This is an optimization exercise on Yosys and OpenROAD, whose aim is small area, a short achievable clock period and few clock cycles per item, not a production implementation. At most, simulation tests tie the RTL to the original design; equivalence was not proved. For run 2, only the layout was checked, not whether the RTL still works. Power figures rest on the tool's default switching activity, not on a simulated workload.

## flow/design.v (module list and top-level ports; edited modules follow where they fit)
// module fpu_pipe_unit: 1919 lines
module fpu_pipe_unit #(
    parameter int EXP_W = 8,
    parameter int MAN_W = 23,
    parameter int TAG_W = 4
) (
    input  logic                 clk,
    input  logic                 rst_n,
    input  logic                 in_valid,
    output logic                 in_ready,
    input  logic [1:0]           in_op,
    input  logic [EXP_W+MAN_W:0] in_a,
    input  logic [EXP_W+MAN_W:0] in_b,
    input  logic [TAG_W-1:0]     in_tag,
    output logic                 out_valid,
    input  logic                 out_ready,
    output logic [EXP_W+MAN_W:0] out_y,
    output logic [TAG_W-1:0]     out_tag,
    output logic [3:0]           out_flags,
    output logic [3:0]           sticky,
    input  logic                 sticky_clr
);
  // ...
==> flow/flow/run.sh <==
#!/bin/bash
# Own layout flow:
#  1. the standard synthesis, unchanged (standard.sh, up to 1_2_yosys.v);
#  2. flow/fa_polarity.py removes inverters around full-adder cells of that
#     netlist (a full adder is self-dual); registers and ports are untouched;
#  3. the rest of the standard ORFS flow on that netlist, with plain
#     buf_2 cells as the port buffers.
# Each step's full output goes to a log file of its own in this folder.
set -euo pipefail
here=$(pwd)
res="$here/orfs/results/$FLOW_PLATFORM/fpu_pipe_unit/base"
bash standard.sh "$res/1_2_yosys.v" > "$here/flow_synth.log" 2>&1
cp "$res/1_2_yosys.v" "$here/1_2_yosys_standard.v"
python3 "$here/flow/fa_polarity.py" "$here/1_2_yosys_standard.v" "$res/1_2_yosys.v" > "$here/flow_polarity.log" 2>&1
touch "$res/1_2_yosys.v"
bash standard.sh \
    "BUFFER_PORTS_ARGS=-buffer_cell sky130_fd_sc_hd__buf_2" \
    finish > "$here/flow_layout.log" 2>&1
==> flow/flow/fa_polarity.py <==
#!/usr/bin/env python3
"""Remove inverters around full-adder cells of a flat gate-level netlist.

A full adder is self-dual: FA(~a, ~b, ~c) = (~sum, ~cout). Flipping an adder
(feeding it the complements of its inputs and treating its outputs as the
complements of the old ones) removes inverters on its inputs and outputs and
may need new ones elsewhere; an adder is flipped only when that saves
inverters. Registers, ports and every other cell are left as they are.

usage: fa_polarity.py IN.v OUT.v
"""
import re
import sys
from collections import defaultdict

src = open(sys.argv[1]).read()
m_start = src.index("module ")
m_end = src.rindex("endmodule")
body = src[m_start:m_end]

inst_re = re.compile(r"^(\s*)(sky130_fd_sc_hd__\w+)\s+(\S+)\s*\((.*?)\);\s*$", re.S | re.M)
pin_re = re.compile(r"\.(\w+)\(\s*(.*?)\s*\)(?:,|\s*$)", re.S)

head_end = None
insts = {}          # name -> [type, {pin: net}]
order = []
for m in inst_re.finditer(body):
    if head_end is None:
        head_end = m.start()
    typ, name, pins = m.group(2), m.group(3), m.group(4)
    pm = {}
    for p, n in re.findall(r"\.(\w+)\(([^()]*)\)", pins):
        pm[p] = n.strip()
    insts[name] = [typ, pm]
    order.append(name)
header = body[:head_end]
tail = body[inst_re.search(body[::1], 0) and 0:]  # unused

# ports: nets named in the module header port list or declared input/output
port_nets = set()
for m in re.finditer(r"^\s*(input|output)\s+(\[[^\]]*\]\s*)?(\S+);", header, re.M):
    port_nets.add(m.group(3))

OUT_PINS = {"X", "Y", "Q", "Q_N", "SUM", "COUT", "HI", "LO"}

def base_net(n):
    return re.sub(r"\s*\[\d+\]$", "", n.lstrip("\\").strip())

def is_port(n):
    return base_net(n) in port_nets or n.lstrip("\\").split("[")[0].strip() in port_nets

def is_inv(name):
    return "__inv_" in insts[name][0] or "__clkinv_" in insts[name][0]

def is_fa(name):
    return insts[name][0].startswith("sky130_fd_sc_hd__fa_")

drv = {}
loads = defaultdict(set)
def rebuild():
    drv.clear(); loads.clear()
    for name, (typ, pm) in insts.items():
        for p, n in pm.items():
            if p in OUT_PINS:
                drv[n] = (name, p)
            else:
                loads[n].add((name, p))
rebuild()

counter = [0]
new_wires = []
def new_net():
    counter[0] += 1
    n = f"_fapol_n{counter[0]}_"
    new_wires.append(n)
    return n
def new_inv(a, y):
    counter[0] += 1
    name = f"_fapol_i{counter[0]}_"
    insts[name] = ["sky130_fd_sc_hd__inv_1", {"A": a, "Y": y}]
    order.append(name)
    drv[y] = (name, "Y")
    loads[a].add((name, "A"))
    return name
def del_inst(name):
    typ, pm = insts.pop(name)
    for p, n in pm.items():
        if p in OUT_PINS:
            drv.pop(n, None)
        else:
            loads[n].discard((name, p))
def connect(name, pin, net):
    old = insts[name][1][pin]
    if pin in OUT_PINS:
        drv.pop(old, None); drv[net] = (name, pin)
    else:
        loads[old].discard((name, pin)); loads[net].add((name, pin))
    insts[name][1][pin] = net

def inv_driver(n):
    d = drv.get(n)
    if d and d[0] in insts and is_inv(d[0]):
        return d[0]
    return None
def existing_inv_of(n):
    for (l, p) in loads[n]:
        if is_inv(l):
            return l
    return None

def gain(f):
    g = 0
    pm = insts[f][1]
    for p in ("A", "B", "CIN"):
        n = pm[p]
        i = inv_driver(n)
        if i is not None:
            others = [x for x in loads[n] if x != (f, p)]
            if not others and not is_port(n):
                g += 1
        elif existing_inv_of(n) is None:
            g -= 1
    for q in ("SUM", "COUT"):
        n = pm[q]
        if is_port(n):
            return -99
        plain = False
        for (l, p) in loads[n]:
            if is_inv(l) and not is_port(insts[l][1]["Y"]):
                g += 1
            else:
                plain = True
        if plain:
            g -= 1
    return g

def flip(f):
    pm = insts[f][1]
    for p in ("A", "B", "CIN"):
        n = pm[p]
        i = inv_driver(n)
        if i is not None:
            connect(f, p, insts[i][1]["A"])
            if not loads[n] and not is_port(n):
                del_inst(i)
        else:
            e = existing_inv_of(n)
            if e is not None:
                connect(f, p, insts[e][1]["Y"])
            else:
                y = new_net()
                new_inv(n, y)
                connect(f, p, y)
    for q in ("SUM", "COUT"):
        n = pm[q]
        nn = new_net()
        connect(f, q, nn)          # f now drives nn = ~n
        plain = []
        for (l, p) in list(loads[n]):
            if is_inv(l) and not is_port(insts[l][1]["Y"]):
                z = insts[l][1]["Y"]
                del_inst(l)
                for (l2, p2) in list(loads[z]):
                    connect(l2, p2, nn)
            else:
                plain.append((l, p))
        if plain:
            new_inv(nn, n)

before = sum(1 for n in insts if is_inv(n))
changed = True
passes = 0
while changed and passes < 50:
    changed = False
    passes += 1
    for f in list(order):
        if f in insts and is_fa(f) and gain(f) > 0:
            flip(f)
            changed = True
after = sum(1 for n in insts if is_inv(n))

# write out: header (with new wire declarations) + instances
out = [src[:m_start], header.rstrip("\n"), "\n"]
for w in new_wires:
    used = w in drv or loads.get(w)
    if used:
        out.append(f"  wire {w};\n")
for name in order:
    if name not in insts:
        continue
    typ, pm = insts[name]
    conns = ",\n".join(f"    .{p}({n}{' ' if n.startswith(chr(92)) else ''})" for p, n in pm.items())
    out.append(f"  {typ} {name} (\n{conns}\n  );\n")
out.append(src[m_end:])
open(sys.argv[2], "w").write("".join(out))
sys.stderr.write(f"fa_polarity: inverters {before} -> {after} in {passes} passes\n")
==> flow/standard.sh <==
#!/bin/bash
# synth_recipe.tcl (not shown) runs the flow's synth.tcl, then flattens the netlist and writes it again
# the make line also repeats each setting of config.mk as NAME=value (left out here)
make -C /OpenROAD-flow-scripts/flow DESIGN_CONFIG=/design/flow/config.mk WORK_HOME=/design/flow/orfs CLKGATE_MAP_FILE= SYNTH_SCRIPT=/design/flow/synth_recipe.tcl "${@:-finish}"
==> flow/config.mk <==
export PLATFORM = sky130hd
export DESIGN_NAME = fpu_pipe_unit
export DESIGN_NICKNAME = fpu_pipe_unit
export VERILOG_FILES = /design/flow/design.v
export SDC_FILE = /design/flow/constraint.sdc
export NUM_CORES = 4
export LEC_CHECK = 0
export ABC_AREA = 1
export CAP_MARGIN = 0
export CORE_MARGIN = 2
export CORE_UTILIZATION = 40
export GPL_ROUTABILITY_DRIVEN = 0
export SETUP_SLACK_MARGIN = 5
export SLEW_MARGIN = 0
==> flow/constraint.sdc <==
create_clock -name core_clock -period 14.0 [get_ports {clk}]
set_input_delay 2.8000 -clock core_clock [delete_from_list [all_inputs] [get_ports {clk}]]
set_output_delay 2.8000 -clock core_clock [all_outputs]
set_load 0.01 [all_outputs]
==> run notes, run 1 <==
status=timing/DRC/antenna clean; met1 usage=0.377; commonest non-fill, non-tap cell in the layout=nand2_1; DRT antenna net count=0; die width=259 µm; Cells after DPL=4596; post-CTS setup buffer count=3; clock buf count=9; Clk power=0.244 mW; slew margin rel.=0.236; IO Port Bufs=120; Logic inverters=416; share of cells above drive strength 1=0.0874; clock-pin slew on the worst setup and hold paths=70 ps; top flop regs=r_xa x28, r_xb x28, r_exp x10; worst-case clock buffer depth=2; FF/Latch Area=2440 µm²; top cell category=multi-input combinational cells; CP endpoint=out_y[13]; clock-cell share of area=0.0106; core area=64300 µm²; met3 WL post-DR=8970 µm; area of the multi-input gates=21300 µm²; final wirelength=99700 µm; Max-Cap Viols=0; fin util=0.433; RR Endpoint=sticky_q[2]$_DFFE_PN0P_
Testbench counts, summed over its fixed seeds: cycles 4,008, items 4,000.
==> run 2: changes to the inputs <==
--- a/flow/design.v
+++ b/flow/design.v
@@ -78,32 +78,41 @@
                 sp_inf = 1'b1;
                 sp_sgn = sa;
             end else if (ib) begin
                 sp_inf = 1'b1;
                 sp_sgn = sbe;
             end
         end
     end
+    logic [4:0] tz_x, tz_y;
+    logic       p_st;
+    always_comb begin
+        tz_x = 5'(MAN_W);
+        tz_y = 5'(MAN_W);
+        for (int i = MAN_W - 1; i >= 0; i--) begin
+            if (ma[i]) tz_x = 5'(i);
+            if (mb[i]) tz_y = 5'(i);
+        end
+    end
     logic             a_ge;
     logic [MAN_W:0]   siga, sigb, sig_big, sig_sml;
     logic [EXP_W-1:0] e_big, e_diff;
-    logic [SW-1:0]    ext_big, ext_sml, lost_mask, sml_al;
+    logic [SW-1:0]    ext_big, ext_sml, sml_al;
     logic             sml_lost, a_sub;
     assign siga    = za ? '0 : {1'b1, ma};
     assign sigb    = zb ? '0 : {1'b1, mb};
     assign a_ge    = (in_a[FW-2:0] >= in_b[FW-2:0]);
     assign e_big   = a_ge ? ea : eb;
     assign e_diff  = a_ge ? (ea - eb) : (eb - ea);
     assign sig_big = a_ge ? siga : sigb;
     assign sig_sml = a_ge ? sigb : siga;
     assign ext_big = {sig_big, 3'b000};
     assign ext_sml = {sig_sml, 3'b000};
-    assign lost_mask = ~({SW{1'b1}} << e_diff);
-    assign sml_lost  = |(ext_sml & lost_mask);
+    assign sml_lost  = (a_ge ? !zb : !za) && (e_diff > 8'(3 + (a_ge ? tz_y : tz_x)));
     assign sml_al    = (ext_sml >> e_diff) | {{(SW-1){1'b0}}, sml_lost};
     assign a_sub     = sa ^ sbe;
     localparam int LO = PW - SW - 1;       
     logic [LO:0]          p_lo;
     logic signed [EW-1:0] m_exp;
     logic [MAN_W:0]   bx;
     logic [MAN_W+2:0] by;
     assign bx = {1'b1, ma};
@@ -1737,26 +1746,16 @@
     assign mt_b[44] = fs585;
     assign mt_a[45] = fc586;
     assign mt_b[45] = fs587;
     assign mt_a[46] = fc588;
     assign mt_b[46] = fs589;
     assign mt_a[47] = fc590;
     assign mt_b[47] = fs591;
     assign p_lo = {1'b0, mt_a[LO-1:0]} + {1'b0, mt_b[LO-1:0]};
-    logic [4:0] tz_x, tz_y;
-    logic       p_st;
-    always_comb begin
-        tz_x = 5'(MAN_W);
-        tz_y = 5'(MAN_W);
-        for (int i = MAN_W - 1; i >= 0; i--) begin
-            if (ma[i]) tz_x = 5'(i);
-            if (mb[i]) tz_y = 5'(i);
-        end
-    end
     assign p_st = ({1'b0, tz_x} + {1'b0, tz_y}) < 6'(LO);
     assign m_exp = $signed({2'b00, ea}) + $signed({2'b00, eb}) - BIAS;
     logic                 r_spec, r_nan, r_nv, r_inf, r_sgn;
     logic [TAG_W-1:0]     r_tag;
     logic [EW-1:0]        r_exp;
     logic [SW:0]          r_xa, r_xb;
     logic                 r_cin, r_st;
     always_ff @(posedge clk) begin
==> flow/config.mk (replaced) <==
export PLATFORM = sky130hd
export DESIGN_NAME = fpu_pipe_unit
export DESIGN_NICKNAME = fpu_pipe_unit
export VERILOG_FILES = /design/flow/design.v
export SDC_FILE = /design/flow/constraint.sdc
export NUM_CORES = 4
export LEC_CHECK = 0
export ABC_AREA = 1
export CAP_MARGIN = 20
export CORE_MARGIN = 2
export CORE_UTILIZATION = 40
export GPL_ROUTABILITY_DRIVEN = 0
export SETUP_SLACK_MARGIN = 5
export SLEW_MARGIN = 20
==> run 2 against run 1 <==
Non-clock buffer count up 8; global-route usage shrank 0.13 points; wire length shrank 1.3%; sequential share of layout area is essentially flat; critical path depth is 10 lower; clock power hardly changed; via count hardly changed; combinational power grew 1%; cell area is essentially flat; synthesized area down 0.73%; largest cell class unchanged; highest routed layer unchanged.
==> run notes, run 2 <==
worst stage delay on the critical path=630 ps; GRT Total Usage=0.291; Yosys warnings=1; Cells after DPL=4573 (-0.50%); Max-Cap Viols=0 (unchanged); Setup Total Neg Slack=0 ps; worst-path fanout max=26; initial antenna violation count=2; worst-case clock buffer depth=2 (unchanged); Clock Latency Late Sink=350 ps; CP startpoint=r_cin$_DFFE_PN_; first-pass GRT wire length=152000 µm; Die Ht=258 µm; Syn Nets=4240; Final Non-Filler Cells=4617; leakage power=13.2 nW; Max rail drop VDD=259 µV; most frequent cells in the layout=nand2_1, nand3_1, inv_1; pwr/cell area=243 nW/µm²; I/O pins=121; post-route cell area=27900 µm²; synthesized netlist cell count=3746; reg-to-reg startpoint=r_cin$_DFFE_PN_; top flop regs=r_xa x28, r_xb x28, r_exp x10; DPL Wire Length=73400 µm; DRT antenna net count=0 (unchanged); IO Port Bufs=120 (unchanged); largest net degree at the start of global routing=51; core area=64100 µm² (-0.36%); Hold Path Class=flip-flop to flip-flop; clk sinks=82; Setup CP Type=flip-flop to primary output; period utilisation layout=0.623; Critical Path RT=11200 ps; DRT iter0 DRCs=2723; clk root buf=clkbuf_16; Final nets=4249; share of cells above drive strength 1=0.0934 (+0.00598); most used cell, CP=nand2_1; DRT Pass-1 Iters=6; Fillers=6733; vias per cell=5.83; GRT Residual Overflow=0; vias=26935; # rows=93; clock-pin slew on the worst setup and hold paths=60 ps (about the same); CP Launch Type=flip-flop; Worst-Margin Slew=1120 ps; htree depth=3; Final Hold Fails=0; cts bufs inserted=9; clock skew=8.36 ps; final worst path period need=8720 ps; slew margin rel.=0.253 (+0.0173); area of the mapped netlist=25800 µm²; CTS tree=yes; Avg Synthesized Cell Area=6.89 µm²; Placed Area=27100 µm²; Crit-path slowest cell=xor2_1; die width=258 µm (-0.36%); Slew Limit Fails=0; vias in the first global route=26162; final wirelength=98400 µm (-1.3%); DIE AREA=66600 µm²; hold_sp=sticky_q[3]$_DFFE_PN0P_; setup violators final=0; mean routed wirelength per cell=21.3 µm; initial core utilization=0.403; Max Clock Freq=115 MHz; DRC viols=0; unrepaired setup endpoints after global routing=true; CP Capture Type=primary output; Crit path arrival time=5920 ps; status=timing/DRC/antenna clean; commonest non-fill, non-tap cell in the layout=nand2_1; Area Growth Syn to Fin=8.16%
## run 2: power breakdown
part	internal [mW]	switching (mW)	total, mW
Combinational	2.17	3.94	6.12
Sequential	0.378	0.0366	0.414
Clock	0.141	0.103	0.244
Total	2.69	4.08	6.77
## run 2: worst paths after layout
| path | end | slack [ps] | cells after the start |
|---|---|---|---|
| max in group asynchronous | out_v_q$_DFF_PN0_ | 11610 | 1 |
| setup reg to reg | sticky_q[2]$_DFFE_PN0P_ | 8850 | 22 |
| hold reg to reg | sticky_q[3]$_DFFE_PN0P_ | 510 | 2 |
| min in group asynchronous | sticky_q[1]$_DFFE_PN0P_ | 2250 | 1 |
| setup / recovery | out_y[7] | 5280 | 30 |
| hold / removal | sticky_q[3]$_DFFE_PN0P_ | 510 | 2 |
## run 2: repair_timing
| item | 4_1_cts | 5_1_grt |
|---|---|---|
| buffers inserted | 7 | 17 |
| gates cloned | 2 | 0 |
| hold buffers | 0 | 0 |
| gates resized for setup | 17 | 51 |
| setup endpoints to repair | 33 | 34 |
| pin swaps | 4 | 22 |
## run 2: metrics by stage
stage               utilization  setup slack [ps]  total power, mW  hold WS [ps]
finish                    0.435              5280             6.77           506
global route              0.435              4890             7.48           550
CTS                       0.430              5040             6.53           515
detailed placement        0.423              3310             6.21           500
global placement          0.423              3400             6.21           490
floorplan                     -              5980             4.46           528
## run 2: routing by layer
layer	track usage	share of wire	vias up
met4	0.152	0.055	2
met3	0.0499	0.090	284
met1	0.366	0.39	12734
met5	0	0.00012	-
met2	0.479	0.46	1436
li1	-	-	12479
## run 2: critical path: cells and delay by family (launching register included)
kind	cells	cell delay (ps)
buf+inv	7	890
compound gates	5	680
simple gates	14	1690
fa+ha+maj	3	1240
xor+xnor	1	630
flops	1	410
## run 2: area by class of cell
class | count | area [µm²] | share of cell area
flip-flops and latches | 82 | 2440 | 0.0873
repair buffers | 213 | 1310 | 0.0471
well taps | 855 | 1070 | 0.0383
inverters | 403 | 1530 | 0.0549
clock buffers | 9 | 225 | 0.00807
multi-input cells | 3045 | 21300 | 0.761
clock inverters | 7 | 82.6 | 0.00296
diodes | 2 | 5.00 | 0.000179
repair inverters | 1 | 5.00 | 0.000179

==> port drivers added, routing unchanged <==
How much do the figures lean on ideal ports? The routed layouts below were timed once more, with nothing changed but the port constraints. Step 1 (the two cells are an assumption about what drives the block):
set clk [get_ports {clk}]
set_driving_cell -lib_cell sky130_fd_sc_hd__clkbuf_16 $clk
set_driving_cell -lib_cell sky130_fd_sc_hd__buf_2 [delete_from_list [all_inputs] $clk]
Step 2 also shifts input and output timing later by t, the mid clock arrival at the registers, as if the neighbouring blocks saw the same clock. Three values: ideal, step 1, step 2; two values: the first two.
run | t, ns | setup WS [ns] | cell pins on the clock port's net
run 1 | 0.406 | 5.423 / 5.380 / 5.076 | 1
run 2 | 0.393 | 5.280 / 5.235 / 5.047 | 1
After both steps every run listed still meets setup and hold. For run 1, which loses most, drivers alone change the setup slack by -0.043 ns; drivers and shift together by -0.347 ns.
